Background: an optimization exercise with open tools, aiming at small area, a short achievable clock period and few clock cycles per item. Do not read the settings as production practice. Power figures rest on the tool's default switching activity, not on a simulated workload.

==> flow/design.v <==
`default_nettype none
package systolic_pkg;
	localparam int ELEM_W = 8;  
	localparam int DIM = 4;  
	localparam int WORD_W = DIM * ELEM_W;
	localparam int IDX_W = 8;
	localparam int K_W = 4;
	localparam int ROW_W = $clog2(DIM);  
	typedef logic [ELEM_W-1:0] elem_t;
	typedef elem_t lane_vec_t [DIM];  
	typedef logic [WORD_W-1:0] word_t;
	typedef logic [IDX_W-1:0] idx_t;
	typedef enum logic [2:0] {
		SEQ_IDLE,
		SEQ_FEED,
		SEQ_DRAIN,
		SEQ_WRITE,
		SEQ_DONE
	} seq_state_t;
endpackage
`default_nettype wire
`default_nettype none
module mac_s1 (
	input wire [7:0] a_i,
	input wire [7:0] b_i,
	output wire [20:0] cs_o
);
	wire [7:0] pp0 = {8{a_i[0]}} & b_i[7:0];
	wire [6:0] pp1 = {7{a_i[1]}} & b_i[6:0];
	wire [5:0] pp2 = {6{a_i[2]}} & b_i[5:0];
	wire [4:0] pp3 = {5{a_i[3]}} & b_i[4:0];
	wire [3:0] pp4 = {4{a_i[4]}} & b_i[3:0];
	wire [2:0] pp5 = {3{a_i[5]}} & b_i[2:0];
	wire [1:0] pp6 = {2{a_i[6]}} & b_i[1:0];
	wire [0:0] pp7 = {1{a_i[7]}} & b_i[0:0];
	wire w1;
	wire w2;
	wire w3;
	wire w4;
	wire w5;
	wire w6;
	wire w7;
	wire w8;
	wire w9;
	wire w10;
	wire w11;
	wire w12;
	wire w13;
	wire w14;
	wire w15;
	wire w16;
	wire w17;
	wire w18;
	wire w19;
	wire w20;
	wire w21;
	wire w22;
	wire w23;
	wire w24;
	wire w25;
	assign w1 = pp0[6] ^ pp1[5];
	assign w2 = pp0[6] & pp1[5];
	assign w3 = pp0[7] ^ pp1[6] ^ pp2[5];
	assign w4 = pp3[4] ^ pp4[3];
	assign w5 = pp0[4] ^ pp1[3];
	assign w6 = pp0[4] & pp1[3];
	assign w7 = pp0[5] ^ pp1[4] ^ pp2[3];
	assign w8 = (pp0[5] & pp1[4]) | (pp0[5] & pp2[3]) | (pp1[4] & pp2[3]);
	assign w9 = pp3[2] ^ pp4[1];
	assign w10 = pp3[2] & pp4[1];
	assign w11 = pp2[4] ^ pp3[3] ^ pp4[2];
	assign w12 = (pp2[4] & pp3[3]) | (pp2[4] & pp4[2]) | (pp3[3] & pp4[2]);
	assign w13 = pp5[1] ^ pp6[0] ^ w1;
	assign w14 = (pp5[1] & pp6[0]) | (pp5[1] & w1) | (pp6[0] & w1);
	assign w15 = pp5[2] ^ pp6[1] ^ pp7[0];
	assign w16 = w3 ^ w4 ^ w2;
	assign w17 = pp0[3] ^ pp1[2];
	assign w18 = pp0[3] & pp1[2];
	assign w19 = pp2[2] ^ pp3[1] ^ pp4[0];
	assign w20 = (pp2[2] & pp3[1]) | (pp2[2] & pp4[0]) | (pp3[1] & pp4[0]);
	assign w21 = pp5[0] ^ w7 ^ w9;
	assign w22 = (pp5[0] & w7) | (pp5[0] & w9) | (w7 & w9);
	assign w23 = w11 ^ w13 ^ w8;
	assign w24 = (w11 & w13) | (w11 & w8) | (w13 & w8);
	assign w25 = w15 ^ w16 ^ w12;
	assign cs_o = {w24, w25, w14, w22, w23, w10, w20, w21, w6, w18, w19, w5, w17, pp3[0], pp2[1], pp2[0], pp1[1], pp0[2], pp1[0], pp0[1], pp0[0]};
endmodule
module mac_s2 (
	input wire [20:0] cs_i,
	input wire [7:0] acc_i,
	output wire [7:0] y_o
);
	wire w1;
	wire w2;
	wire w3;
	wire w4;
	wire w5;
	wire w6;
	wire w7;
	wire w8;
	wire w9;
	wire w10;
	wire w11;
	wire w12;
	wire w13;
	wire w14;
	wire w15;
	wire w16;
	wire w17;
	wire w18;
	wire w19;
	wire w20;
	wire w21;
	wire w22;
	wire w23;
	wire w24;
	assign w1 = cs_i[3] ^ cs_i[4];
	assign w2 = cs_i[3] & cs_i[4];
	assign w3 = cs_i[6] ^ cs_i[7] ^ cs_i[8];
	assign w4 = (cs_i[6] & cs_i[7]) | (cs_i[6] & cs_i[8]) | (cs_i[7] & cs_i[8]);
	assign w5 = cs_i[9] ^ cs_i[10] ^ cs_i[11];
	assign w6 = (cs_i[9] & cs_i[10]) | (cs_i[9] & cs_i[11]) | (cs_i[10] & cs_i[11]);
	assign w7 = cs_i[12] ^ cs_i[13] ^ cs_i[14];
	assign w8 = (cs_i[12] & cs_i[13]) | (cs_i[12] & cs_i[14]) | (cs_i[13] & cs_i[14]);
	assign w9 = cs_i[15] ^ cs_i[16] ^ cs_i[17];
	assign w10 = (cs_i[15] & cs_i[16]) | (cs_i[15] & cs_i[17]) | (cs_i[16] & cs_i[17]);
	assign w11 = cs_i[18] ^ cs_i[19] ^ cs_i[20];
	assign w12 = cs_i[1] ^ cs_i[2];
	assign w13 = cs_i[1] & cs_i[2];
	assign w14 = cs_i[5] ^ acc_i[2] ^ w1;
	assign w15 = (cs_i[5] & acc_i[2]) | (cs_i[5] & w1) | (acc_i[2] & w1);
	assign w16 = acc_i[3] ^ w3 ^ w2;
	assign w17 = (acc_i[3] & w3) | (acc_i[3] & w2) | (w3 & w2);
	assign w18 = acc_i[4] ^ w5 ^ w4;
	assign w19 = (acc_i[4] & w5) | (acc_i[4] & w4) | (w5 & w4);
	assign w20 = acc_i[5] ^ w7 ^ w6;
	assign w21 = (acc_i[5] & w7) | (acc_i[5] & w6) | (w7 & w6);
	assign w22 = acc_i[6] ^ w9 ^ w8;
	assign w23 = (acc_i[6] & w9) | (acc_i[6] & w8) | (w9 & w8);
	assign w24 = acc_i[7] ^ w11 ^ w10;
	assign y_o = {w24, w22, w20, w18, w16, w14, acc_i[1], cs_i[0]} + {w23, w21, w19, w17, w15, w13, w12, acc_i[0]};
endmodule
`default_nettype wire
`timescale 1ns/1ns
`default_nettype none
module systolic_top #(
	parameter int MAX_K = 9
) (
	input wire clk,
	input wire rst,
	input logic start_i,
	input logic [systolic_pkg::K_W-1:0] k_i,
	input systolic_pkg::word_t a_rdata_i,  
	input systolic_pkg::word_t b_rdata_i,  
	output systolic_pkg::idx_t rd_index_o,
	output logic out_we_o,
	output systolic_pkg::idx_t out_index_o,
	output systolic_pkg::word_t out_wdata_o,
	output logic done_o
);
	localparam int K_W = systolic_pkg::K_W;
	localparam int CS_W = 21;
	logic run_q;              
	logic [K_W-1:0] t_q;      
	logic [1:0] r_q;          
	logic [K_W-1:0] klast_q;  
	logic k1_q;               
	logic last_q;             
	logic [K_W-1:0] klast_in;
	logic k1_in;
	logic idle;
	logic active;
	logic last;
	logic last_d;
	logic [7:0] a_q;          
	logic [31:0] b_q;         
	logic first1_q;           
	logic last1_q;            
	logic [1:0] r1_q;
	logic fin1_q;             
	logic [CS_W-1:0] cs_q [4];
	logic first2_q;
	logic last2_q;
	logic [1:0] r2_q;
	logic fin2_q;
	logic [7:0] acc_q [4];
	logic we_q;
	logic [1:0] wrow_q;
	logic done_q;
	always_comb begin
		if (k_i > K_W'(MAX_K)) begin
			klast_in = K_W'(MAX_K - 1);
		end else if (k_i == '0) begin
			klast_in = '0;
		end else begin
			klast_in = k_i - K_W'(1);
		end
	end
	assign idle = ~run_q & ~fin1_q & ~fin2_q & ~done_q;
	assign active = run_q | (idle & start_i);
	assign k1_in = (k_i[K_W-1:1] == '0);
	assign last = run_q ? last_q : k1_in;
	always_comb begin
		if (last) begin
			last_d = run_q ? k1_q : k1_in;  
		end else if (run_q) begin
			last_d = (t_q + K_W'(1) == klast_q);
		end else begin
			last_d = (k_i == K_W'(2));
		end
	end
	always_ff @(posedge clk or posedge rst) begin
		if (rst) begin
			run_q <= 1'b0;
			last_q <= 1'b0;
			t_q <= '0;
			r_q <= '0;
			last1_q <= 1'b0;
			fin1_q <= 1'b0;
			last2_q <= 1'b0;
			fin2_q <= 1'b0;
			we_q <= 1'b0;
			done_q <= 1'b0;
		end else begin
			if (active) begin
				run_q <= ~(last & (r_q == 2'd3));
				last_q <= last_d;
				if (last) begin
					t_q <= '0;
					r_q <= r_q + 2'd1;
				end else begin
					t_q <= t_q + K_W'(1);
				end
			end
			last1_q <= active & last;
			fin1_q <= active & last & (r_q == 2'd3);
			last2_q <= last1_q;
			fin2_q <= fin1_q;
			we_q <= last2_q;
			done_q <= fin2_q;
		end
	end
	always_ff @(posedge clk) begin
		if (idle) begin
			klast_q <= klast_in;
			k1_q <= k1_in;
		end
		first1_q <= (t_q == '0);
		first2_q <= first1_q;
		r1_q <= r_q;
		r2_q <= r1_q;
		wrow_q <= r2_q;
		b_q <= b_rdata_i;
		case (r_q)
			2'd0: a_q <= a_rdata_i[31:24];
			2'd1: a_q <= a_rdata_i[23:16];
			2'd2: a_q <= a_rdata_i[15:8];
			default: a_q <= a_rdata_i[7:0];
		endcase
	end
	for (genvar c = 0; c < 4; c++) begin : g_mac
		logic [CS_W-1:0] cs_d;
		logic [7:0] acc_in;
		logic [7:0] acc_d;
		mac_s1 s1_inst (
			.a_i(a_q),
			.b_i(b_q[31-8*c -: 8]),
			.cs_o(cs_d)
		);
		assign acc_in = first2_q ? 8'd0 : acc_q[c];
		mac_s2 s2_inst (
			.cs_i(cs_q[c]),
			.acc_i(acc_in),
			.y_o(acc_d)
		);
		always_ff @(posedge clk) begin
			cs_q[c] <= cs_d;
			acc_q[c] <= acc_d;
		end
		assign out_wdata_o[8*c +: 8] = acc_q[c];
	end
	assign rd_index_o = {4'b0, t_q};
	assign out_we_o = we_q;
	assign out_index_o = {6'b0, wrow_q};
	assign done_o = done_q;
endmodule
`default_nettype wire
Settings: LEC_CHECK=0, CAP_MARGIN=20, CORE_MARGIN=2, CORE_UTILIZATION=40, SETUP_SLACK_MARGIN=2.9, SLEW_MARGIN=20; clock period 5.0 ns.
run.sh (not shown) runs the stock make flow with config.mk's settings and CLKGATE_MAP_FILE= SYNTH_SCRIPT=/design/flow/synth_recipe.tcl, a recipe that flattens the netlist after the stock synthesis.
Next try:
==> flow/flow/run.sh (new file) <==
#!/bin/bash
# The standard layout, with buf_1 cells as the port buffers.
export BUFFER_PORTS_ARGS="-buffer_cell sky130_fd_sc_hd__buf_1"
bash standard.sh > standard.log 2>&1
==> flow/standard.sh (new file) <==
#!/bin/bash
# synth_recipe.tcl (not shown) runs the flow's synth.tcl, then flattens the netlist and writes it again
# the make line also repeats each setting of config.mk as NAME=value (left out here)
make -C /OpenROAD-flow-scripts/flow DESIGN_CONFIG=/design/flow/config.mk WORK_HOME=/design/flow/orfs CLKGATE_MAP_FILE= SYNTH_SCRIPT=/design/flow/synth_recipe.tcl "${@:-finish}"
--- a/flow/config.mk
+++ b/flow/config.mk
@@ -10,3 +10,3 @@
 export CORE_UTILIZATION = 40
-export SETUP_SLACK_MARGIN = 2.9
+export SETUP_SLACK_MARGIN = 2.5
 export SLEW_MARGIN = 20
removed: flow/run.sh
Outcome:
- The changed run finished clean
- total power goes down by a few percent
- global-route usage fell by 0.80 points
- cell count shrinks slightly
Next try:
==> flow/run.sh (new file) <==
#!/bin/bash
# synth_recipe.tcl (not shown) runs the flow's synth.tcl, then flattens the netlist and writes it again
# the make line also repeats each setting of config.mk as NAME=value (left out here)
make -C /OpenROAD-flow-scripts/flow DESIGN_CONFIG=/design/flow/config.mk WORK_HOME=/design/flow/orfs CLKGATE_MAP_FILE= SYNTH_SCRIPT=/design/flow/synth_recipe.tcl finish
removed: flow/flow/run.sh
removed: flow/standard.sh
=> The new run produced a clean layout; core utilization grows by 3.0 points; hold slack stays flat; sequential share of layout area shrinks by 2.1 points; maximum frequency grows by 0.70%; wire length shrinks by 1.2%; non-clock buffer count shrinks by 2; final area grows by 6.3%; sequential power barely changes; clock-buffer cell count shrinks by 2.
No run of this note included a check of the RTL's function; only the layout flow was run.

==> port drivers added, routing unchanged <==
How much do the figures lean on ideal ports? The routed layouts below were timed once more, with nothing changed but the port constraints. Step 1 sets driving cells, clkbuf_16 on the clock port and buf_2 on the other inputs (assumed; they add their load-dependent delay and slew). Step 2 times the ports against the registers' clock, not the clock port: input delays grow and output delays shrink by t, the midpoint of the rising clock arrivals with the driver on. a / b / c = ideal ports / drivers / drivers and shift; a / b = the first two.
run | t, ns | setup slack, ns | clock arrival spread, ns | worst register clock-pin slew, ns | pins driven straight from the clock port
the first run | 0.474 | 2.597 / 2.597 / 2.549 | 0.014 / 0.013 | 0.08 / 0.08 | 1
the second run | 0.469 | 2.535 / 2.535 / 2.535 | 0.009 / 0.009 | 0.07 / 0.07 | 1
the third run | 0.480 | 2.553 / 2.512 / 2.386 | 0.011 / 0.010 | 0.07 / 0.07 | 1
After both steps every run listed still meets setup and hold. For the third run, which loses most, drivers alone change the setup slack by -0.041 ns; drivers and shift together by -0.167 ns.
